Source: an optimization exercise on an open RTL-to-GDS flow (aim: small area, a short achievable clock period and few clock cycles per item). Production flows keep margins and buffers that such runs may drop. The RTL was checked by simulation tests, not by an equivalence proof against the original design. Power is estimated from default activity; no workload was simulated.

$ cat constraint.sdc
create_clock -name core_clock -period 10.0 [get_ports {clk}]
set_input_delay 2.0000 -clock core_clock [delete_from_list [all_inputs] [get_ports {clk}]]
set_output_delay 2.0000 -clock core_clock [all_outputs]
set_load 0.01 [all_outputs]
$ cat run.sh
#!/bin/bash
# synth_recipe.tcl (not shown) runs the flow's synth.tcl, then flattens the netlist and writes it again
# the make line also repeats each setting of config.mk as NAME=value (left out here)
make -C /OpenROAD-flow-scripts/flow DESIGN_CONFIG=/design/flow/config.mk WORK_HOME=/design/flow/orfs CLKGATE_MAP_FILE= SYNTH_SCRIPT=/design/flow/synth_recipe.tcl finish
$ cat config.mk
export PLATFORM = sky130hd
export DESIGN_NAME = nearest_free_value_allocator_top
export DESIGN_NICKNAME = nearest_free_value_allocator_top
export VERILOG_FILES = /design/flow/design.v
export SDC_FILE = /design/flow/constraint.sdc
export NUM_CORES = 4
export LEC_CHECK = 0
export CAP_MARGIN = 20
export CORE_MARGIN = 2
export CORE_UTILIZATION = 40
export SLEW_MARGIN = 20
$ cat design.v
`timescale 1ns / 1ps
package nfva_pkg;
	localparam int MaxRangesDefault = 64;
	localparam logic [1:0] ST_OK    = 2'd0;
	localparam logic [1:0] ST_EMPTY = 2'd1;
	localparam logic [1:0] ST_FULL  = 2'd2;
	localparam logic REQ_LOAD = 1'b0;
	localparam logic REQ_GET  = 1'b1;
	function automatic logic [1:0] cmp32(input logic [31:0] a, input logic [31:0] b);
		logic [31:0] g, l;
		g = a & ~b;
		l = ~a & b;
		for (int w = 16; w >= 1; w = w / 2) begin
			for (int j = 0; j < w; j++) begin
				logic gh, lh, gl, ll;
				gh = g[2*j+1]; lh = l[2*j+1]; gl = g[2*j]; ll = l[2*j];
				g[j] = gh | (~lh & gl);
				l[j] = lh | (~gh & ll);
			end
		end
		cmp32 = {g[0], l[0]};
	endfunction
	function automatic logic sum3_ge(input logic [32:0] a, input logic [32:0] b,
			input logic [32:0] c);
		logic [32:0] s;
		logic [33:0] cy;
		logic [63:0] g, p;
		s = a ^ b ^ c;
		cy = {(a & b) | (a & c) | (b & c), 1'b1};
		g = '0; p = '1;
		for (int i = 0; i < 33; i++) begin
			g[i] = s[i] & cy[i];
			p[i] = s[i] | cy[i];
		end
		for (int w = 32; w >= 1; w = w / 2) begin
			for (int j = 0; j < w; j++) begin
				g[j] = g[2*j+1] | (p[2*j+1] & g[2*j]);
				p[j] = p[2*j+1] & p[2*j];
			end
		end
		sum3_ge = cy[33] ^ g[0];
	endfunction
endpackage
`timescale 1ns / 1ps
module nfva_ram (
	input  logic        clk,
	input  logic        lo_left,
	input  logic        lo_bus,
	input  logic        hi_left,
	input  logic        hi_bus,
	input  logic [31:0] left_lo,
	input  logic [31:0] left_hi,
	input  logic [31:0] bus_lo,
	input  logic [31:0] bus_hi,
	output logic [31:0] lo,
	output logic [31:0] hi
);
	logic lo_hold, hi_hold;
	assign lo_hold = !lo_left && !lo_bus;
	assign hi_hold = !hi_left && !hi_bus;
	always_ff @(posedge clk) begin
		lo <= ({32{lo_hold}} & lo) | ({32{lo_left}} & left_lo) | ({32{lo_bus && !lo_left}} & bus_lo);
		hi <= ({32{hi_hold}} & hi) | ({32{hi_left}} & left_hi) | ({32{hi_bus && !hi_left}} & bus_hi);
	end
endmodule
`timescale 1ns / 1ps
module nfva_ctrl (
	input  logic        clk,
	input  logic        arst_n,
	input  logic        in_valid,
	output logic        in_stall,
	input  logic        req_type,
	input  logic [31:0] range_low,
	input  logic [31:0] range_high,
	input  logic [31:0] wanted_value,
	output logic        out_valid,
	input  logic        out_stall,
	output logic [31:0] granted_value,
	output logic [1:0]  status,
	output logic        adv,       
	output logic        proc,      
	output logic [31:0] w_key,
	output logic        d_kind,
	output logic [31:0] d_key,
	output logic [31:0] d_hi,
	input  logic [31:0] res_value,
	input  logic [1:0]  res_status
);
	logic        wv_q, dv_q, stall_q;
	logic [1:0]  cnt_q;
	logic        w_kind;
	logic [31:0] w_hi;
	logic [33:0] f0_q, f1_q;
	logic        acc, pop;
	logic [1:0]  cnt_d;
	logic        wv_d, dv_d;
	assign in_stall  = stall_q;
	assign acc       = in_valid && !stall_q;
	assign proc      = dv_q && !cnt_q[1];
	assign adv       = wv_q && (!dv_q || proc);
	assign out_valid = (cnt_q != 2'd0);
	assign pop       = out_valid && !out_stall;
	assign {status, granted_value} = f0_q;
	assign cnt_d = cnt_q + {1'b0, proc} - {1'b0, pop};
	assign wv_d  = acc || (wv_q && !adv);
	assign dv_d  = adv || (dv_q && !proc);
	always_ff @(posedge clk or negedge arst_n) begin
		if (!arst_n) begin
			wv_q <= 1'b0;
			dv_q <= 1'b0;
			stall_q <= 1'b0;
			cnt_q <= 2'd0;
		end else begin
			wv_q <= wv_d;
			dv_q <= dv_d;
			cnt_q <= cnt_d;
			stall_q <= wv_d && dv_d && (cnt_d == 2'd2);
		end
	end
	always_ff @(posedge clk) begin
		if (acc) begin
			w_kind <= req_type;
			w_key  <= req_type ? wanted_value : range_low;
			w_hi   <= range_high;
		end
		if (adv) begin
			d_kind <= w_kind;
			d_key  <= w_key;
			d_hi   <= w_hi;
		end
		if (pop && cnt_q == 2'd2) f0_q <= f1_q;
		if (proc) begin
			if (cnt_q == 2'd0 || (cnt_q == 2'd1 && pop)) f0_q <= {res_status, res_value};
			else f1_q <= {res_status, res_value};
		end
	end
endmodule
`timescale 1ns / 1ps
module nfva_datapath #(
	parameter int MaxRanges = nfva_pkg::MaxRangesDefault
) (
	input  logic        clk,
	input  logic        arst_n,
	input  logic        adv,
	input  logic        proc,
	input  logic [31:0] w_key,
	input  logic        d_kind,
	input  logic [31:0] d_key,
	input  logic [31:0] d_hi,
	output logic [31:0] res_value,
	output logic [1:0]  res_status
);
	localparam int N = MaxRanges;
	logic [N-1:0]    v_q;             
	logic [N-1:0]    st_q;            
	logic [31:0]     lo [N];
	logic [31:0]     hi [N];
	logic [N-1:0] traw_d, traw_q;     
	always_comb begin
		for (int i = 0; i < N; i++) begin
			logic [1:0] c;
			c = nfva_pkg::cmp32(lo[i], w_key);
			traw_d[i] = !c[1];
		end
	end
	logic [N-1:0] lo_left, lo_bus, hi_left, hi_bus;
	logic [N-1:0] lo_left_q, lo_bus_q;
	logic         bus_le_d, bus_le_q;    
	logic [N-1:0] tr;                 
	always_ff @(posedge clk) begin
		traw_q <= adv ? traw_d : tr;
		lo_left_q <= lo_left;
		lo_bus_q  <= lo_bus;
		bus_le_q  <= bus_le_d;
	end
	logic [N-1:0] t;                  
	logic [N-1:0] tp, tn, stn;        
	logic [N-1:0] bsel, asel, here;
	always_comb begin
		for (int i = 0; i < N; i++) begin
			tr[i] = lo_left_q[i] ? traw_q[(i + N - 1) % N] :
			        lo_bus_q[i]  ? bus_le_q : traw_q[i];
			t[i] = v_q[i] && tr[i];
		end
		for (int i = 0; i < N; i++) begin
			tp[i]  = t[(i + N - 1) % N];
			tn[i]  = t[(i + 1) % N];
			stn[i] = st_q[(i + 1) % N];
		end
		for (int i = 0; i < N; i++) begin
			bsel[i] = t[i] && (!tn[i] || stn[i]);
			here[i] = !t[i] && (st_q[i] || tp[i]);
			asel[i] = here[i] && v_q[i];
		end
	end
	logic [31:0] b_lo, b_hi, a_lo, a_hi;
	always_comb begin
		b_lo = '0; b_hi = '0; a_lo = '0; a_hi = '0;
		for (int i = 0; i < N; i++) begin
			b_lo |= {32{bsel[i]}} & lo[i];
			b_hi |= {32{bsel[i]}} & hi[i];
			a_lo |= {32{asel[i]}} & lo[i];
			a_hi |= {32{asel[i]}} & hi[i];
		end
	end
	logic has_b, has_a, full, empty, in_b;
	logic ge_bh, le_al, bad, b_eq_lo, b_eq_hi, b_single, a_single, below_wins;
	logic [1:0] c_bk, c_ah, c_kh;
	assign c_bk = nfva_pkg::cmp32(b_hi, d_key);
	assign c_ah = nfva_pkg::cmp32(a_lo, d_hi);
	assign c_kh = nfva_pkg::cmp32(d_key, d_hi);
	assign has_b = |t;
	assign has_a = |asel;
	assign full  = &v_q;
	assign empty = !(|v_q);
	assign ge_bh = !c_bk[0];
	assign le_al = !c_ah[1];
	assign bad   = c_kh[1];
	assign in_b  = has_b && ge_bh;
	assign b_eq_lo = (b_lo == d_key);
	assign b_eq_hi = (b_hi == d_key);
	assign b_single = (b_lo == b_hi);
	assign a_single = (a_lo == a_hi);
	assign below_wins = nfva_pkg::sum3_ge({1'b0, a_lo}, {1'b0, b_hi}, ~{d_key, 1'b0});
	logic op_ins, op_split, op_del_b, op_del_a, op_wlo_b, op_wlo_a, op_whi_b;
	logic [31:0] bus_lo, bus_hi;
	always_comb begin
		if (d_kind == nfva_pkg::REQ_LOAD) begin
			bus_lo = d_key;
			bus_hi = d_hi;
		end else if (in_b) begin
			bus_lo = d_key + 32'd1;
			bus_hi = d_key - 32'd1;
		end else begin
			bus_lo = a_lo + 32'd1;
			bus_hi = b_hi - 32'd1;
		end
	end
	always_comb begin
		op_ins = 1'b0; op_split = 1'b0; op_del_b = 1'b0; op_del_a = 1'b0;
		op_wlo_b = 1'b0; op_wlo_a = 1'b0; op_whi_b = 1'b0;
		res_status = nfva_pkg::ST_OK;
		res_value = '0;
		if (d_kind == nfva_pkg::REQ_LOAD) begin
			if (!bad && !in_b && !(has_a && le_al)) begin
				if (full) res_status = nfva_pkg::ST_FULL;
				else op_ins = 1'b1;
			end
		end else if (empty) begin
			res_status = nfva_pkg::ST_EMPTY;
		end else if (in_b) begin
			res_value = d_key;
			if (b_eq_lo && b_eq_hi) op_del_b = 1'b1;
			else if (b_eq_lo) op_wlo_b = 1'b1;
			else if (b_eq_hi) op_whi_b = 1'b1;
			else if (full) begin
				res_status = nfva_pkg::ST_FULL;
				res_value = '0;
			end else begin
				op_ins = 1'b1; op_split = 1'b1; op_whi_b = 1'b1;
			end
		end else if (has_b && (!has_a || below_wins)) begin
			res_value = b_hi;
			if (b_single) op_del_b = 1'b1;
			else op_whi_b = 1'b1;
		end else begin
			res_value = a_lo;
			if (a_single) op_del_a = 1'b1;
			else op_wlo_a = 1'b1;
		end
	end
	logic [1:0] c_kw, c_aw;
	assign c_kw = nfva_pkg::cmp32(d_key, w_key);
	assign c_aw = nfva_pkg::cmp32(a_lo, w_key);
	assign bus_le_d = (d_kind == nfva_pkg::REQ_LOAD) ? !c_kw[1] :
	                  in_b ? c_kw[0] : c_aw[0];
	logic [N-1:0] v_d, st_d, vp;
	logic         op_del;
	assign op_del = op_del_b || op_del_a;
	always_comb begin
		for (int i = 0; i < N; i++) vp[i] = v_q[(i + N - 1) % N];
		for (int i = 0; i < N; i++) begin
			logic sh;
			sh = (op_ins && vp[i] && !tp[i] && !st_q[i]) ||
			     (op_del_b && tp[i] && t[i] && !st_q[i]) ||
			     (op_del_a && tp[i] && !st_q[i]);
			lo_left[i] = proc && sh;
			hi_left[i] = proc && (sh || (op_split && here[i]));
			lo_bus[i]  = proc && ((op_ins && here[i]) || (op_wlo_b && bsel[i]) ||
			                      (op_wlo_a && asel[i]));
			hi_bus[i]  = proc && ((op_ins && !op_split && here[i]) || (op_whi_b && bsel[i]));
			v_d[i]  = v_q[i];
			st_d[i] = st_q[i];
			if (proc && op_ins) v_d[i] = v_q[i] || here[i] || sh;
			if (proc && op_del) begin
				v_d[i]  = v_q[i] && !st_q[i];
				st_d[i] = st_q[(i + N - 1) % N];
			end
		end
	end
	always_ff @(posedge clk or negedge arst_n) begin
		if (!arst_n) begin
			v_q  <= '0;
			st_q <= N'(1);
		end else begin
			v_q  <= v_d;
			st_q <= st_d;
		end
	end
	for (genvar i = 0; i < N; i++) begin : g_ent
		nfva_ram u_ent (
			.clk(clk), .lo_left(lo_left[i]), .lo_bus(lo_bus[i]),
			.hi_left(hi_left[i]), .hi_bus(hi_bus[i]),
			.left_lo(lo[(i + N - 1) % N]), .left_hi(hi[(i + N - 1) % N]),
			.bus_lo(bus_lo), .bus_hi(bus_hi),
			.lo(lo[i]), .hi(hi[i]));
	end
endmodule
`timescale 1ns / 1ps
module nearest_free_value_allocator_top #(
	parameter int MaxRanges = nfva_pkg::MaxRangesDefault
) (
	input  logic        clk,
	input  logic        arst_n,
	input  logic        in_valid,
	output logic        in_stall,
	input  logic        req_type,
	input  logic [31:0] range_low,
	input  logic [31:0] range_high,
	input  logic [31:0] wanted_value,
	output logic        out_valid,
	input  logic        out_stall,
	output logic [31:0] granted_value,
	output logic [1:0]  status
);
	logic        adv, proc, d_kind;
	logic [31:0] w_key, d_key, d_hi, res_value;
	logic [1:0]  res_status;
	nfva_ctrl u_ctrl (
		.clk(clk), .arst_n(arst_n),
		.in_valid(in_valid), .in_stall(in_stall), .req_type(req_type),
		.range_low(range_low), .range_high(range_high), .wanted_value(wanted_value),
		.out_valid(out_valid), .out_stall(out_stall),
		.granted_value(granted_value), .status(status),
		.adv(adv), .proc(proc), .w_key(w_key),
		.d_kind(d_kind), .d_key(d_key), .d_hi(d_hi),
		.res_value(res_value), .res_status(res_status));
	nfva_datapath #(.MaxRanges(MaxRanges)) u_dp (
		.clk(clk), .arst_n(arst_n), .adv(adv), .proc(proc), .w_key(w_key),
		.d_kind(d_kind), .d_key(d_key), .d_hi(d_hi),
		.res_value(res_value), .res_status(res_status));
endmodule
==> results.py, run 1 <==
metrics = {
    "run_status": {
        "status": "did not finish",
        "lastStage": "global routing (5_1_grt)",
        "stop_error": "[ERROR GRT-0116] Global routing finished with congestion. Check the congestion regions in the DRC Viewer.",
    },
    "yosys": {
        "synth_top_area_share": 0.316,
        "yosys.area.top_type": "dfxtp_1",
        "synth_edf_count": 164,
        "synth.most_common_cell": "dfxtp_1",
        "async_reset_ff_frac": 0.0288,
        "syn_area_sq_um": 274000,
        "synthTopCellsByCount": "dfxtp_1 (4323), nor2_1 (2844), nand2_1 (2748)",
        "ys.flop_type": "dfxtp_1",
        "ys_seq_elements": 4620,
        "syn_inst": 32100,
        "yosysSeqAreaShare": 0.347,
        "ys.warnings.count": 5,
        "ys_top_cells_by_area": "dfxtp_1 (32%), a221o_1 (9.6%), maj3_1 (6.9%)",
        "avgSynthCellArea_sq_um": 8.51,
        "synth_cell_type_count": 126,
        "synthesis.nets": 32300,
    },
    "clock_tree": {
        "post_cts_buffers": 0,
        "htree_levels": 6,
        "clock_path_buffers": 4,
        "cts-root-buf": "clkbuf_16",
        "clock_sinks": 4620,
        "cts-buffers-inserted": 568,
    },
    "die": {
        "start_util": 0.402,
        "rows": 303,
        "dieHeight_um": 831,
        "dieWidth_um": 831,
        "ioPinCount": 137,
    },
    "placement": {
        "post-place-ws_ps": -315,
        "placed_cells": 41800,
        "dp_hpwl_um": 2420000,
        "io_buffer_count": 136,
        "place_area_sq_um": 323000,
        "gp_congestion": 1.48,
    },
    "grt": {
        "grt_pass1_vias": 416000,
        "grt_max_degree": 143,
        "grt_overflow": 42600,
        "grt_pass1_wl_um": 4880000,
        "grtUsageTotal": 1.02,
    },
}
==> through the flow <==
| step | utilization | power, W | hold WS [ps] | setup TNS [ps] |
|---|---|---|---|---|
| CTS | 0.503 | 0.0524 | 414 | 0 |
| detailed placement | 0.474 | 0.0307 | 405 | -31080 |
| floorplan | - | 0.0241 | 400 | 0 |
| global placement | 0.473 | 0.0306 | 404 | -2746720 |
==> power by group through the flow <==
stage	Combinational [W]	Sequential (W)	Clock (W)
after global placement	0.0108	0.0199	0
after detailed placement	0.0109	0.0199	0
after floorplan	0.00463	0.0195	0
after CTS	0.0109	0.0195	0.0221
==> cells by family after synthesis <==
logic type / share of synthesized area
DFF: 0.347
and+or+nand+nor: 0.184
xor gates and xnor gates: 0.00410
buffers and inverters: 0.0626
adders and majority gates: 0.0749
muxes: 0.00698
AOI/OAI and AO/OA: 0.321
==> what timing repair did <==
| item | 4_1_cts |
|---|---|
| hold buffers | 0 |
| cloned | 1 |
| pin swaps | 2 |
| setup endpoints to repair | 198 |
| gates resized for setup | 7 |
==> per-layer routing <==
layer	global-route usage	GRT overflow
met3	0.950	4536
met5	0.848	451
met2	1.13	23800
met4	1.02	8517
met1	0.979	5233
==> worst max path at each step <==
stage	from	end	slack (ps)	cells past startpoint
floorplan	u_dp.bus_le_q$_DFF_P_	u_dp.g_ent[2].u_ent.lo[24]$_DFF_P_	830	41
global placement	u_dp.bus_le_q$_DFF_P_	u_dp.g_ent[41].u_ent.hi[28]$_DFF_P_	-1860	35
CTS	u_dp.bus_le_q$_DFF_P_	u_dp.g_ent[28].u_ent.hi[4]$_DFF_P_	20	30
detailed placement	u_dp.bus_le_q$_DFF_P_	u_dp.g_ent[12].u_ent.lo[31]$_DFF_P_	-320	31
Testbench counts, summed over its fixed seeds: cycles 2,424, items 2,400.
==> run 2, diff against run 1 <==
--- a/design.v
+++ b/design.v
@@ -80,4 +80,7 @@
 	output logic        adv,       
 	output logic        proc,      
+	output logic        d_valid,
+	input  logic        hz,        
+	input  logic        hz_next,   
 	output logic [31:0] w_key,
 	output logic        d_kind,
@@ -97,5 +100,6 @@
 	assign in_stall  = stall_q;
 	assign acc       = in_valid && !stall_q;
-	assign proc      = dv_q && !cnt_q[1];
+	assign proc      = dv_q && !cnt_q[1] && !hz;
+	assign d_valid   = dv_q;
 	assign adv       = wv_q && (!dv_q || proc);
 	assign out_valid = (cnt_q != 2'd0);
@@ -115,5 +119,5 @@
 			dv_q <= dv_d;
 			cnt_q <= cnt_d;
-			stall_q <= wv_d && dv_d && (cnt_d == 2'd2);
+			stall_q <= wv_d && dv_d && (cnt_d == 2'd2 || hz_next);
 		end
 	end
@@ -144,4 +148,7 @@
 	input  logic        adv,
 	input  logic        proc,
+	input  logic        d_valid,
+	output logic        hz,        
+	output logic        hz_next,   
 	input  logic [31:0] w_key,
 	input  logic        d_kind,
@@ -156,53 +163,81 @@
 	logic [31:0]     lo [N];
 	logic [31:0]     hi [N];
-	logic [N-1:0] traw_d, traw_q;     
+	logic [N-1:0]    stn;             
+	always_comb for (int i = 0; i < N; i++) stn[i] = st_q[(i + 1) % N];
+	logic [31:0]  f_key;              
+	logic [N-1:0] fr;                 
+	logic [N-1:0] ft, fb, fh, fa;
+	assign f_key = hz ? d_key : w_key;
 	always_comb begin
 		for (int i = 0; i < N; i++) begin
 			logic [1:0] c;
-			c = nfva_pkg::cmp32(lo[i], w_key);
-			traw_d[i] = !c[1];
+			c = nfva_pkg::cmp32(lo[i], f_key);
+			fr[i] = !c[1];
+			ft[i] = v_q[i] && fr[i];
+		end
+		for (int i = 0; i < N; i++) begin
+			fb[i] = ft[i] && (!ft[(i + 1) % N] || stn[i]);
+			fh[i] = !ft[i] && (st_q[i] || ft[(i + N - 1) % N]);
+			fa[i] = fh[i] && v_q[i];
 		end
 	end
-	logic [N-1:0] lo_left, lo_bus, hi_left, hi_bus;
-	logic [N-1:0] lo_left_q, lo_bus_q;
-	logic         bus_le_d, bus_le_q;    
-	logic [N-1:0] tr;                 
-	always_ff @(posedge clk) begin
-		traw_q <= adv ? traw_d : tr;
-		lo_left_q <= lo_left;
-		lo_bus_q  <= lo_bus;
-		bus_le_q  <= bus_le_d;
-	end
-	logic [N-1:0] t;                  
-	logic [N-1:0] tp, tn, stn;        
-	logic [N-1:0] bsel, asel, here;
+	logic [31:0] fb_lo, fb_hi, fa_lo, fa_hi;
 	always_comb begin
+		fb_lo = '0; fb_hi = '0; fa_lo = '0; fa_hi = '0;
 		for (int i = 0; i < N; i++) begin
-			tr[i] = lo_left_q[i] ? traw_q[(i + N - 1) % N] :
-			        lo_bus_q[i]  ? bus_le_q : traw_q[i];
-			t[i] = v_q[i] && tr[i];
+			fb_lo |= {32{fb[i]}} & lo[i];
+			fb_hi |= {32{fb[i]}} & hi[i];
+			fa_lo |= {32{fa[i]}} & lo[i];
+			fa_hi |= {32{fa[i]}} & hi[i];
 		end
+	end
+	logic [N-1:0] dr_q;               
+	logic [31:0]  b_lo_q, b_hi_q, a_lo_q, a_hi_q;
+	logic         has_b_q, has_a_q;
+	logic [N-1:0] u_left_q, u_bus_q;  
+	logic         u_le_q;             
+	logic         u_ins_q, u_del_q, u_lo_q, u_hi_q;
+	logic         u_xb_q, u_xa_q, u_h_q;
+	logic [31:0]  u_lo_v_q, u_hi_v_q, u_e_hi_q;
+	logic [N-1:0] dr, t, tp, bsel, asel, here;
+	always_comb begin
 		for (int i = 0; i < N; i++) begin
-			tp[i]  = t[(i + N - 1) % N];
-			tn[i]  = t[(i + 1) % N];
-			stn[i] = st_q[(i + 1) % N];
+			dr[i] = u_left_q[i] ? dr_q[(i + N - 1) % N] :
+			        u_bus_q[i]  ? u_le_q : dr_q[i];
+			t[i] = v_q[i] && dr[i];
 		end
+		for (int i = 0; i < N; i++) tp[i] = t[(i + N - 1) % N];
 		for (int i = 0; i < N; i++) begin
-			bsel[i] = t[i] && (!tn[i] || stn[i]);
+			bsel[i] = t[i] && (!t[(i + 1) % N] || stn[i]);
 			here[i] = !t[i] && (st_q[i] || tp[i]);
 			asel[i] = here[i] && v_q[i];
 		end
 	end
+	logic        ins_e, e_below, e_above;
+	logic [31:0] bm_lo, bm_hi, am_lo, am_hi;
 	logic [31:0] b_lo, b_hi, a_lo, a_hi;
+	logic        has_b, has_a;
+	assign ins_e   = u_ins_q && u_h_q;
+	assign e_below = ins_e && u_le_q;
+	assign e_above = ins_e && !u_le_q;
+	assign hz = d_valid && ((u_del_q && (u_xb_q || u_xa_q)) ||
+	                                (u_lo_q && u_xb_q && !u_le_q));
+	assign bm_lo = (u_lo_q && u_xb_q) ? u_lo_v_q : b_lo_q;
+	assign bm_hi = (u_hi_q && u_xb_q) ? u_hi_v_q : b_hi_q;
+	assign am_lo = (u_lo_q && u_xa_q) ? u_lo_v_q : a_lo_q;
+	assign am_hi = (u_hi_q && u_xa_q) ? u_hi_v_q : a_hi_q;
 	always_comb begin
-		b_lo = '0; b_hi = '0; a_lo = '0; a_hi = '0;
-		for (int i = 0; i < N; i++) begin
-			b_lo |= {32{bsel[i]}} & lo[i];
-			b_hi |= {32{bsel[i]}} & hi[i];
-			a_lo |= {32{asel[i]}} & lo[i];
-			a_hi |= {32{asel[i]}} & hi[i];
+		if (e_below) begin
+			b_lo = u_lo_v_q; b_hi = u_e_hi_q; has_b = 1'b1;
+		end else begin
+			b_lo = bm_lo; b_hi = bm_hi; has_b = has_b_q;
+		end
+		if (e_above) begin
+			a_lo = u_lo_v_q; a_hi = u_e_hi_q; has_a = 1'b1;
+		end else begin
+			a_lo = am_lo; a_hi = am_hi; has_a = has_a_q;
 		end
 	end
-	logic has_b, has_a, full, empty, in_b;
+	logic full, empty, in_b;
 	logic ge_bh, le_al, bad, b_eq_lo, b_eq_hi, b_single, a_single, below_wins;
 	logic [1:0] c_bk, c_ah, c_kh;
@@ -210,6 +245,4 @@
 	assign c_ah = nfva_pkg::cmp32(a_lo, d_hi);
 	assign c_kh = nfva_pkg::cmp32(d_key, d_hi);
-	assign has_b = |t;
-	assign has_a = |asel;
 	assign full  = &v_q;
 	assign empty = !(|v_q);
@@ -270,10 +303,5 @@
 		end
 	end
-	logic [1:0] c_kw, c_aw;
-	assign c_kw = nfva_pkg::cmp32(d_key, w_key);
-	assign c_aw = nfva_pkg::cmp32(a_lo, w_key);
-	assign bus_le_d = (d_kind == nfva_pkg::REQ_LOAD) ? !c_kw[1] :
-	                  in_b ? c_kw[0] : c_aw[0];
-	logic [N-1:0] v_d, st_d, vp;
+	logic [N-1:0] lo_left, lo_bus, hi_left, hi_bus, v_d, st_d, vp;
 	logic         op_del;
 	assign op_del = op_del_b || op_del_a;
@@ -316,4 +344,46 @@
 			.lo(lo[i]), .hi(hi[i]));
 	end
+	logic r_bb, r_ba, r_ab, r_aa, r_h, x_is_a;
+	assign r_bb = |(bsel & fb);
+	assign r_ba = |(bsel & fa);
+	assign r_ab = |(asel & fb);
+	assign r_aa = |(asel & fa);
+	assign r_h  = |(here & fh);
+	assign x_is_a = op_del_a || op_wlo_a;
+	logic [1:0] c_kw, c_aw;
+	logic       le_w;
+	assign c_kw = nfva_pkg::cmp32(d_key, w_key);
+	assign c_aw = nfva_pkg::cmp32(a_lo, w_key);
+	assign le_w = (d_kind == nfva_pkg::REQ_LOAD) ? !c_kw[1] :
+	              in_b ? c_kw[0] : c_aw[0];
+	logic u_xb_d, u_xa_d;
+	assign u_xb_d = x_is_a ? r_ab : r_bb;
+	assign u_xa_d = x_is_a ? r_aa : r_ba;
+	assign hz_next = proc && ((op_del && (u_xb_d || u_xa_d)) ||
+	                          ((op_wlo_a || op_wlo_b) && u_xb_d && !le_w));
+	always_ff @(posedge clk) begin
+		if (adv || hz) begin
+			dr_q <= fr;
+			b_lo_q <= fb_lo; b_hi_q <= fb_hi; a_lo_q <= fa_lo; a_hi_q <= fa_hi;
+			has_b_q <= |fb; has_a_q <= |fa;
+		end else begin
+			dr_q <= dr;
+			b_lo_q <= b_lo; b_hi_q <= b_hi; a_lo_q <= a_lo; a_hi_q <= a_hi;
+			has_b_q <= has_b; has_a_q <= has_a;
+		end
+		u_left_q <= lo_left;
+		u_bus_q  <= lo_bus;
+		u_le_q   <= le_w;
+		u_ins_q  <= proc && op_ins;
+		u_del_q  <= proc && op_del;
+		u_lo_q   <= proc && (op_wlo_a || op_wlo_b);
+		u_hi_q   <= proc && op_whi_b;
+		u_xb_q   <= u_xb_d;
+		u_xa_q   <= u_xa_d;
+		u_h_q    <= r_h;
+		u_lo_v_q <= bus_lo;
+		u_hi_v_q <= bus_hi;
+		u_e_hi_q <= (d_kind == nfva_pkg::REQ_LOAD) ? d_hi : b_hi;
+	end
 endmodule
 `timescale 1ns / 1ps
@@ -334,5 +404,5 @@
 	output logic [1:0]  status
 );
-	logic        adv, proc, d_kind;
+	logic        adv, proc, d_valid, hz, hz_next, d_kind;
 	logic [31:0] w_key, d_key, d_hi, res_value;
 	logic [1:0]  res_status;
@@ -343,9 +413,10 @@
 		.out_valid(out_valid), .out_stall(out_stall),
 		.granted_value(granted_value), .status(status),
-		.adv(adv), .proc(proc), .w_key(w_key),
-		.d_kind(d_kind), .d_key(d_key), .d_hi(d_hi),
+		.adv(adv), .proc(proc), .d_valid(d_valid), .hz(hz), .hz_next(hz_next),
+		.w_key(w_key), .d_kind(d_kind), .d_key(d_key), .d_hi(d_hi),
 		.res_value(res_value), .res_status(res_status));
 	nfva_datapath #(.MaxRanges(MaxRanges)) u_dp (
-		.clk(clk), .arst_n(arst_n), .adv(adv), .proc(proc), .w_key(w_key),
+		.clk(clk), .arst_n(arst_n), .adv(adv), .proc(proc), .d_valid(d_valid),
+		.hz(hz), .hz_next(hz_next), .w_key(w_key),
 		.d_kind(d_kind), .d_key(d_key), .d_hi(d_hi),
 		.res_value(res_value), .res_status(res_status));
--- a/config.mk
+++ b/config.mk
@@ -8,4 +8,5 @@
 export CAP_MARGIN = 20
 export CORE_MARGIN = 2
-export CORE_UTILIZATION = 40
+export CORE_UTILIZATION = 30
+export SETUP_SLACK_MARGIN = 3
 export SLEW_MARGIN = 20
==> results.py, run 2 <==
metrics = {
    "grt": {
        "grtUsageTotal": 0.763,
        "grt_max_degree": 76,
        "grt_overflow": 1,
    },
    "clock_tree": {
        "clock_sinks": 4853,
        "ctsHoldBuffers": 0,
        "cts-buffers-inserted": 649,
        "cts-root-buf": "clkbuf_16",
        "clock_path_buffers": 5,
        "htree_levels": 6,
    },
    "yosys": {
        "yosys.area.top_type": "dfxtp_1",
        "synth_edf_count": 164,
        "synth_cell_type_count": 128,
        "ys_seq_elements": 4853,
        "syn_inst": 37500,
        "synthTopCellsByCount": "nand2_1 (4856), o21ai_0 (4694), dfxtp_1 (4556)",
        "syn_area_sq_um": 293000,
        "synth.most_common_cell": "nand2_1",
        "ys_top_cells_by_area": "dfxtp_1 (31%), o21ai_0 (8.0%), a221o_1 (7.3%)",
        "yosysSeqAreaShare": 0.339,
        "avgSynthCellArea_sq_um": 7.81,
        "ys.flop_type": "dfxtp_1",
        "synth_top_area_share": 0.311,
        "ys.warnings.count": 5,
        "synthesis.nets": 37700,
        "async_reset_ff_frac": 0.0274,
    },
    "die": {
        "start_util": 0.300,
        "dieHeight_um": 992,
        "rows": 363,
        "ioPinCount": 137,
        "dieWidth_um": 992,
    },
    "run_status": {
        "status": "did not finish",
        "lastStage": "global routing (5_1_grt)",
        "stop_error": "[ERROR GRT-0232] Routing congestion too high. Check the congestion heatmap in the GUI.",
    },
    "placement": {
        "dp_hpwl_um": 2720000,
        "place_area_sq_um": 346000,
        "io_buffer_count": 136,
        "gp_congestion": 1.22,
    },
}
[run 2: cell count changes after synthesis, moves of 399 or more]
cell	delta
nor2b_1	-454
a22o_1	-399
nand2_1	+2108
a221o_1	-490
mux2i_1	+985
a22oi_1	-465
a21oi_1	+1211
o21ai_0	+4132
a222oi_1	+777
o311ai_0	-838
nand3_1	-1011
nand2b_1	-410
clkbuf_1	+659
maj3_1	-1696
[run 2: through the flow]
| stage | cells | setup WS, ps |
|---|---|---|
| floorplan | 37500 | 2990 |
| global placement | 50600 | -8970 |
| detailed placement | 50600 | -223 |
| CTS | 52200 | 2580 |
[run 2: routing by layer]
layer	GRT usage	overflow
met1	0.759	0
met2	0.891	0
met3	0.638	1
met4	0.775	0
met5	0.423	0
[run 2: what timing repair did]
action	in CTS
buffers inserted	396
gates resized for setup	604
pin swaps	184
cloned	25
setup endpoints to repair	4519
[run 2: worst max path at each step]
stage | startpoint | endpoint | cells past startpoint
after floorplan | u_dp.u_xb_q$_DFF_P_ | u_dp.g_ent[44].u_ent.hi[24]$_DFF_P_ | 38
after global placement | u_dp.u_del_q$_DFF_P_ | u_dp.b_hi_q[9]$_DFF_P_ | 21
after detailed placement | u_ctrl.dv_q$_DFF_PN0_ | u_dp.b_lo_q[21]$_DFF_P_ | 22
after CTS | u_dp.u_ins_q$_DFF_P_ | u_dp.g_ent[61].u_ent.lo[22]$_DFF_P_ | 30
[run 2: kinds of logic after synthesis]
family / synth area share
AND/OR/NAND/NOR: 0.157
flip-flops: 0.339
XOR/XNOR: 0.00410
buffers and inverters: 0.0698
multiplexers: 0.0456
AO/OA/AOI/OAI: 0.372
adder cells (fa/ha/maj): 0.0121
[run 2: power by group through the flow]
stage / Clock, W / Sequential [W] / Combinational [W]
floorplan: 0 / 0.0212 / 0.0112
global placement: 0 / 0.0222 / 0.0263
detailed placement: 0 / 0.0222 / 0.0263
CTS: 0.0253 / 0.0218 / 0.0272
Testbench counts of run 2, summed over its fixed seeds: cycles 2,448, items 2,400.
==> run 3, diff against run 2 <==
--- a/design.v
+++ b/design.v
@@ -41,4 +41,10 @@
 		sum3_ge = cy[33] ^ g[0];
 	endfunction
+	function automatic logic [31:0] inc32(input logic [31:0] a);
+		for (int i = 0; i < 32; i++) inc32[i] = a[i] ^ (i == 0 ? 1'b1 : &(a | ~((32'd1 << i) - 32'd1)));
+	endfunction
+	function automatic logic [31:0] dec32(input logic [31:0] a);
+		for (int i = 0; i < 32; i++) dec32[i] = a[i] ^ (i == 0 ? 1'b1 : !(|(a & ((32'd1 << i) - 32'd1))));
+	endfunction
 endpackage
 `timescale 1ns / 1ps
@@ -80,7 +86,7 @@
 	output logic        adv,       
 	output logic        proc,      
-	output logic        d_valid,
-	input  logic        hz,        
+	output logic        hz,        
 	input  logic        hz_next,   
+	output logic [31:0] f_key,     
 	output logic [31:0] w_key,
 	output logic        d_kind,
@@ -90,5 +96,6 @@
 	input  logic [1:0]  res_status
 );
-	logic        wv_q, dv_q, stall_q;
+	logic        wv_q, dv_q, stall_q, hz_q;
+	logic [31:0] in_key;
 	logic [1:0]  cnt_q;
 	logic        w_kind;
@@ -100,6 +107,7 @@
 	assign in_stall  = stall_q;
 	assign acc       = in_valid && !stall_q;
-	assign proc      = dv_q && !cnt_q[1] && !hz;
-	assign d_valid   = dv_q;
+	assign hz        = hz_q;
+	assign proc      = dv_q && !cnt_q[1] && !hz_q;
+	assign in_key    = req_type ? wanted_value : range_low;
 	assign adv       = wv_q && (!dv_q || proc);
 	assign out_valid = (cnt_q != 2'd0);
@@ -115,4 +123,5 @@
 			stall_q <= 1'b0;
 			cnt_q <= 2'd0;
+			hz_q <= 1'b0;
 		end else begin
 			wv_q <= wv_d;
@@ -120,4 +129,5 @@
 			cnt_q <= cnt_d;
 			stall_q <= wv_d && dv_d && (cnt_d == 2'd2 || hz_next);
+			hz_q <= hz_next && adv;
 		end
 	end
@@ -125,7 +135,8 @@
 		if (acc) begin
 			w_kind <= req_type;
-			w_key  <= req_type ? wanted_value : range_low;
+			w_key  <= in_key;
 			w_hi   <= range_high;
 		end
+		f_key <= (acc && !(hz_next && adv)) ? in_key : w_key;
 		if (adv) begin
 			d_kind <= w_kind;
@@ -148,8 +159,8 @@
 	input  logic        adv,
 	input  logic        proc,
-	input  logic        d_valid,
-	output logic        hz,        
+	input  logic        hz,        
 	output logic        hz_next,   
 	input  logic [31:0] w_key,
+	input  logic [31:0] f_key,     
 	input  logic        d_kind,
 	input  logic [31:0] d_key,
@@ -165,8 +176,6 @@
 	logic [N-1:0]    stn;             
 	always_comb for (int i = 0; i < N; i++) stn[i] = st_q[(i + 1) % N];
-	logic [31:0]  f_key;              
 	logic [N-1:0] fr;                 
 	logic [N-1:0] ft, fb, fh, fa;
-	assign f_key = hz ? d_key : w_key;
 	always_comb begin
 		for (int i = 0; i < N; i++) begin
@@ -197,6 +206,5 @@
 	logic [N-1:0] u_left_q, u_bus_q;  
 	logic         u_le_q;             
-	logic         u_ins_q, u_del_q, u_lo_q, u_hi_q;
-	logic         u_xb_q, u_xa_q, u_h_q;
+	logic         e_below_q, e_above_q, bm_lo_q, bm_hi_q, am_lo_q, am_hi_q;
 	logic [31:0]  u_lo_v_q, u_hi_v_q, u_e_hi_q;
 	logic [N-1:0] dr, t, tp, bsel, asel, here;
@@ -214,46 +222,61 @@
 		end
 	end
-	logic        ins_e, e_below, e_above;
-	logic [31:0] bm_lo, bm_hi, am_lo, am_hi;
-	logic [31:0] b_lo, b_hi, a_lo, a_hi;
+	logic [31:0] b_lo, b_hi, a_lo, a_hi, b_hi_m1, a_lo_p1;
 	logic        has_b, has_a;
-	assign ins_e   = u_ins_q && u_h_q;
-	assign e_below = ins_e && u_le_q;
-	assign e_above = ins_e && !u_le_q;
-	assign hz = d_valid && ((u_del_q && (u_xb_q || u_xa_q)) ||
-	                                (u_lo_q && u_xb_q && !u_le_q));
-	assign bm_lo = (u_lo_q && u_xb_q) ? u_lo_v_q : b_lo_q;
-	assign bm_hi = (u_hi_q && u_xb_q) ? u_hi_v_q : b_hi_q;
-	assign am_lo = (u_lo_q && u_xa_q) ? u_lo_v_q : a_lo_q;
-	assign am_hi = (u_hi_q && u_xa_q) ? u_hi_v_q : a_hi_q;
 	always_comb begin
-		if (e_below) begin
+		if (e_below_q) begin
 			b_lo = u_lo_v_q; b_hi = u_e_hi_q; has_b = 1'b1;
+			b_hi_m1 = nfva_pkg::dec32(u_e_hi_q);
 		end else begin
-			b_lo = bm_lo; b_hi = bm_hi; has_b = has_b_q;
+			b_lo = bm_lo_q ? u_lo_v_q : b_lo_q;
+			b_hi = bm_hi_q ? u_hi_v_q : b_hi_q;
+			b_hi_m1 = bm_hi_q ? nfva_pkg::dec32(u_hi_v_q) : nfva_pkg::dec32(b_hi_q);
+			has_b = has_b_q;
 		end
-		if (e_above) begin
+		if (e_above_q) begin
 			a_lo = u_lo_v_q; a_hi = u_e_hi_q; has_a = 1'b1;
 		end else begin
-			a_lo = am_lo; a_hi = am_hi; has_a = has_a_q;
+			a_lo = am_lo_q ? u_lo_v_q : a_lo_q;
+			a_hi = am_hi_q ? u_hi_v_q : a_hi_q;
+			has_a = has_a_q;
 		end
+		a_lo_p1 = (e_above_q || am_lo_q) ? nfva_pkg::inc32(u_lo_v_q) : nfva_pkg::inc32(a_lo_q);
 	end
 	logic full, empty, in_b;
 	logic ge_bh, le_al, bad, b_eq_lo, b_eq_hi, b_single, a_single, below_wins;
-	logic [1:0] c_bk, c_ah, c_kh;
-	assign c_bk = nfva_pkg::cmp32(b_hi, d_key);
-	assign c_ah = nfva_pkg::cmp32(a_lo, d_hi);
+	logic [1:0] c_kh;
+	logic [1:0] c_bk_q, c_bk_u, c_bk_e, c_ah_q, c_ah_u;
+	logic       a_u;                  
+	logic       bw_qq, bw_qe, bw_uq, bw_qu, bw_uu;
+	logic [32:0] nk2;
+	assign c_bk_q = nfva_pkg::cmp32(b_hi_q, d_key);
+	assign c_bk_u = nfva_pkg::cmp32(u_hi_v_q, d_key);
+	assign c_bk_e = nfva_pkg::cmp32(u_e_hi_q, d_key);
+	assign c_ah_q = nfva_pkg::cmp32(a_lo_q, d_hi);
+	assign c_ah_u = nfva_pkg::cmp32(u_lo_v_q, d_hi);
 	assign c_kh = nfva_pkg::cmp32(d_key, d_hi);
+	assign a_u = e_above_q || am_lo_q;
 	assign full  = &v_q;
 	assign empty = !(|v_q);
-	assign ge_bh = !c_bk[0];
-	assign le_al = !c_ah[1];
+	assign ge_bh = e_below_q ? !c_bk_e[0] : bm_hi_q ? !c_bk_u[0] : !c_bk_q[0];
+	assign le_al = a_u ? !c_ah_u[1] : !c_ah_q[1];
 	assign bad   = c_kh[1];
 	assign in_b  = has_b && ge_bh;
-	assign b_eq_lo = (b_lo == d_key);
-	assign b_eq_hi = (b_hi == d_key);
-	assign b_single = (b_lo == b_hi);
-	assign a_single = (a_lo == a_hi);
-	assign below_wins = nfva_pkg::sum3_ge({1'b0, a_lo}, {1'b0, b_hi}, ~{d_key, 1'b0});
+	assign b_eq_lo = (e_below_q || bm_lo_q) ? (u_lo_v_q == d_key) : (b_lo_q == d_key);
+	assign b_eq_hi = e_below_q ? (u_e_hi_q == d_key) : bm_hi_q ? (u_hi_v_q == d_key) :
+	                 (b_hi_q == d_key);
+	assign b_single = e_below_q ? (u_lo_v_q == u_e_hi_q) : bm_lo_q ? (u_lo_v_q == b_hi_q) :
+	                  bm_hi_q ? (b_lo_q == u_hi_v_q) : (b_lo_q == b_hi_q);
+	assign a_single = e_above_q ? (u_lo_v_q == u_e_hi_q) : am_lo_q ? (u_lo_v_q == a_hi_q) :
+	                  am_hi_q ? (a_lo_q == u_hi_v_q) : (a_lo_q == a_hi_q);
+	assign nk2   = ~{d_key, 1'b0};
+	assign bw_qq = nfva_pkg::sum3_ge({1'b0, a_lo_q}, {1'b0, b_hi_q}, nk2);
+	assign bw_qe = nfva_pkg::sum3_ge({1'b0, a_lo_q}, {1'b0, u_e_hi_q}, nk2);
+	assign bw_qu = nfva_pkg::sum3_ge({1'b0, a_lo_q}, {1'b0, u_hi_v_q}, nk2);
+	assign bw_uq = nfva_pkg::sum3_ge({1'b0, u_lo_v_q}, {1'b0, b_hi_q}, nk2);
+	assign bw_uu = nfva_pkg::sum3_ge({1'b0, u_lo_v_q}, {1'b0, u_hi_v_q}, nk2);
+	assign below_wins = e_below_q ? bw_qe :
+	                    a_u ? (bm_hi_q ? bw_uu : bw_uq) :
+	                    (bm_hi_q ? bw_qu : bw_qq);
 	logic op_ins, op_split, op_del_b, op_del_a, op_wlo_b, op_wlo_a, op_whi_b;
 	logic [31:0] bus_lo, bus_hi;
@@ -263,9 +286,9 @@
 			bus_hi = d_hi;
 		end else if (in_b) begin
-			bus_lo = d_key + 32'd1;
-			bus_hi = d_key - 32'd1;
+			bus_lo = nfva_pkg::inc32(d_key);
+			bus_hi = nfva_pkg::dec32(d_key);
 		end else begin
-			bus_lo = a_lo + 32'd1;
-			bus_hi = b_hi - 32'd1;
+			bus_lo = a_lo_p1;
+			bus_hi = b_hi_m1;
 		end
 	end
@@ -357,9 +380,9 @@
 	assign le_w = (d_kind == nfva_pkg::REQ_LOAD) ? !c_kw[1] :
 	              in_b ? c_kw[0] : c_aw[0];
-	logic u_xb_d, u_xa_d;
+	logic u_xb_d, u_xa_d, op_wlo;
 	assign u_xb_d = x_is_a ? r_ab : r_bb;
 	assign u_xa_d = x_is_a ? r_aa : r_ba;
-	assign hz_next = proc && ((op_del && (u_xb_d || u_xa_d)) ||
-	                          ((op_wlo_a || op_wlo_b) && u_xb_d && !le_w));
+	assign op_wlo = op_wlo_a || op_wlo_b;
+	assign hz_next = proc && ((op_del && (u_xb_d || u_xa_d)) || (op_wlo && u_xb_d && !le_w));
 	always_ff @(posedge clk) begin
 		if (adv || hz) begin
@@ -375,11 +398,10 @@
 		u_bus_q  <= lo_bus;
 		u_le_q   <= le_w;
-		u_ins_q  <= proc && op_ins;
-		u_del_q  <= proc && op_del;
-		u_lo_q   <= proc && (op_wlo_a || op_wlo_b);
-		u_hi_q   <= proc && op_whi_b;
-		u_xb_q   <= u_xb_d;
-		u_xa_q   <= u_xa_d;
-		u_h_q    <= r_h;
+		e_below_q <= proc && op_ins && r_h && le_w;
+		e_above_q <= proc && op_ins && r_h && !le_w;
+		bm_lo_q  <= proc && op_wlo && u_xb_d;
+		bm_hi_q  <= proc && op_whi_b && u_xb_d;
+		am_lo_q  <= proc && op_wlo && u_xa_d;
+		am_hi_q  <= proc && op_whi_b && u_xa_d;
 		u_lo_v_q <= bus_lo;
 		u_hi_v_q <= bus_hi;
@@ -404,6 +426,6 @@
 	output logic [1:0]  status
 );
-	logic        adv, proc, d_valid, hz, hz_next, d_kind;
-	logic [31:0] w_key, d_key, d_hi, res_value;
+	logic        adv, proc, hz, hz_next, d_kind;
+	logic [31:0] w_key, f_key, d_key, d_hi, res_value;
 	logic [1:0]  res_status;
 	nfva_ctrl u_ctrl (
@@ -413,10 +435,10 @@
 		.out_valid(out_valid), .out_stall(out_stall),
 		.granted_value(granted_value), .status(status),
-		.adv(adv), .proc(proc), .d_valid(d_valid), .hz(hz), .hz_next(hz_next),
-		.w_key(w_key), .d_kind(d_kind), .d_key(d_key), .d_hi(d_hi),
+		.adv(adv), .proc(proc), .hz(hz), .hz_next(hz_next),
+		.w_key(w_key), .f_key(f_key), .d_kind(d_kind), .d_key(d_key), .d_hi(d_hi),
 		.res_value(res_value), .res_status(res_status));
 	nfva_datapath #(.MaxRanges(MaxRanges)) u_dp (
-		.clk(clk), .arst_n(arst_n), .adv(adv), .proc(proc), .d_valid(d_valid),
-		.hz(hz), .hz_next(hz_next), .w_key(w_key),
+		.clk(clk), .arst_n(arst_n), .adv(adv), .proc(proc), 
+		.hz(hz), .hz_next(hz_next), .w_key(w_key), .f_key(f_key),
 		.d_kind(d_kind), .d_key(d_key), .d_hi(d_hi),
 		.res_value(res_value), .res_status(res_status));
--- a/config.mk
+++ b/config.mk
@@ -8,5 +8,8 @@
 export CAP_MARGIN = 20
 export CORE_MARGIN = 2
-export CORE_UTILIZATION = 30
+export CORE_UTILIZATION = 28
+export MIN_ROUTING_LAYER = met2
+export PLACE_DENSITY = 0.45
 export SETUP_SLACK_MARGIN = 3
 export SLEW_MARGIN = 20
+export TNS_END_PERCENT = 5
==> results.py, run 3 <==
metrics = {
    "run_status": {
        "status": "did not finish",
        "lastStage": "global routing (5_1_grt)",
        "stop_error": "[ERROR GRT-0116] Global routing finished with congestion. Check the congestion regions in the DRC Viewer.",
    },
    "grt": {
        "grt_overflow": 71100,
        "grtUsageTotal": 1.10,
        "grt_pass1_vias": 593000,
        "grt_pass1_wl_um": 5320000,
        "grt_max_degree": 84,
    },
    "clock_tree": {
        "clock_path_buffers": 5,
        "cts-root-buf": "clkbuf_16",
        "clock_sinks": 4885,
        "ctsHoldBuffers": 0,
        "cts-buffers-inserted": 660,
        "htree_levels": 6,
    },
    "yosys": {
        "synthTopCellsByCount": "dfxtp_1 (4523), nand2_1 (3527), nor2_1 (2725)",
        "ys.warnings.count": 5,
        "synth_cell_type_count": 137,
        "yosysSeqAreaShare": 0.335,
        "synthesis.nets": 36200,
        "syn_inst": 35900,
        "async_reset_ff_frac": 0.0274,
        "avgSynthCellArea_sq_um": 8.38,
        "ys_seq_elements": 4885,
        "syn_area_sq_um": 301000,
        "yosys.area.top_type": "dfxtp_1",
        "ys_top_cells_by_area": "dfxtp_1 (30%), mux2i_1 (6.7%), a221o_1 (6.6%)",
        "synth_top_area_share": 0.301,
        "synth.most_common_cell": "dfxtp_1",
        "synth_edf_count": 228,
        "ys.flop_type": "dfxtp_1",
    },
    "placement": {
        "io_buffer_count": 136,
        "gp_congestion": 1.56,
        "placed_cells": 49700,
        "dp_hpwl_um": 2680000,
    },
    "die": {
        "dieWidth_um": 1040,
        "start_util": 0.281,
        "dieHeight_um": 1040,
        "ioPinCount": 137,
        "rows": 380,
    },
}
[run 3: routing by layer]
layer | GRT overflow | track usage
met1 | - | -
met5 | 3594 | 1.08
met2 | 19700 | 1.06
met4 | 8680 | 1.02
met3 | 39100 | 1.20
[run 3: worst max path at each step]
stage	from	to	slack [ps]
4_1_cts	u_ctrl.d_key[19]$_DFFE_PP_	u_dp.g_ent[0].u_ent.lo[30]$_DFF_P_	2830
3_5_place_dp	u_ctrl.f_key[3]$_DFF_P_	u_ctrl.f_key[11]$_DFF_P_	630
3_3_place_gp	u_ctrl.f_key[18]$_DFF_P_	u_dp.a_lo_q[14]$_DFF_P_	-2720
2_1_floorplan	in_valid	u_ctrl.f_key[10]$_DFF_P_	3850
[run 3: metrics by stage]
step	setup WS, ps	area, sq um	power [W]	setup TNS [ps]
3_5_place_dp	625	343000	0.0571	0
2_1_floorplan	3850	301000	0.0374	0
4_1_cts	2830	371000	0.0839	0
3_3_place_gp	-2720	341000	0.0573	-262990
[run 3: kinds of logic after synthesis]
family | after synthesis | share of synthesized area
buffers and inverters | 4876 | 0.0650
AOI/OAI and AO/OA | 12300 | 0.309
DFF | 4885 | 0.335
xor gates and xnor gates | 308 | 0.00897
adders and majority gates | 1496 | 0.0556
muxes | 2109 | 0.0710
and+or+nand+nor | 9948 | 0.155
[run 3: what timing repair did]
action,in CTS
pin swaps,141
buffers inserted,256
resized for setup,680
setup endpoints to repair,4466
cloned,14
[run 3: power by group through the flow]
| stage | sequential (W) | clock [W] | combinational, W |
|---|---|---|---|
| floorplan | 0.0219 | 0 | 0.0155 |
| global placement | 0.0238 | 0 | 0.0335 |
| detailed placement | 0.0237 | 0 | 0.0334 |
| CTS | 0.0232 | 0.0262 | 0.0345 |
Testbench counts of run 3, summed over its fixed seeds: cycles 2,448, items 2,400.
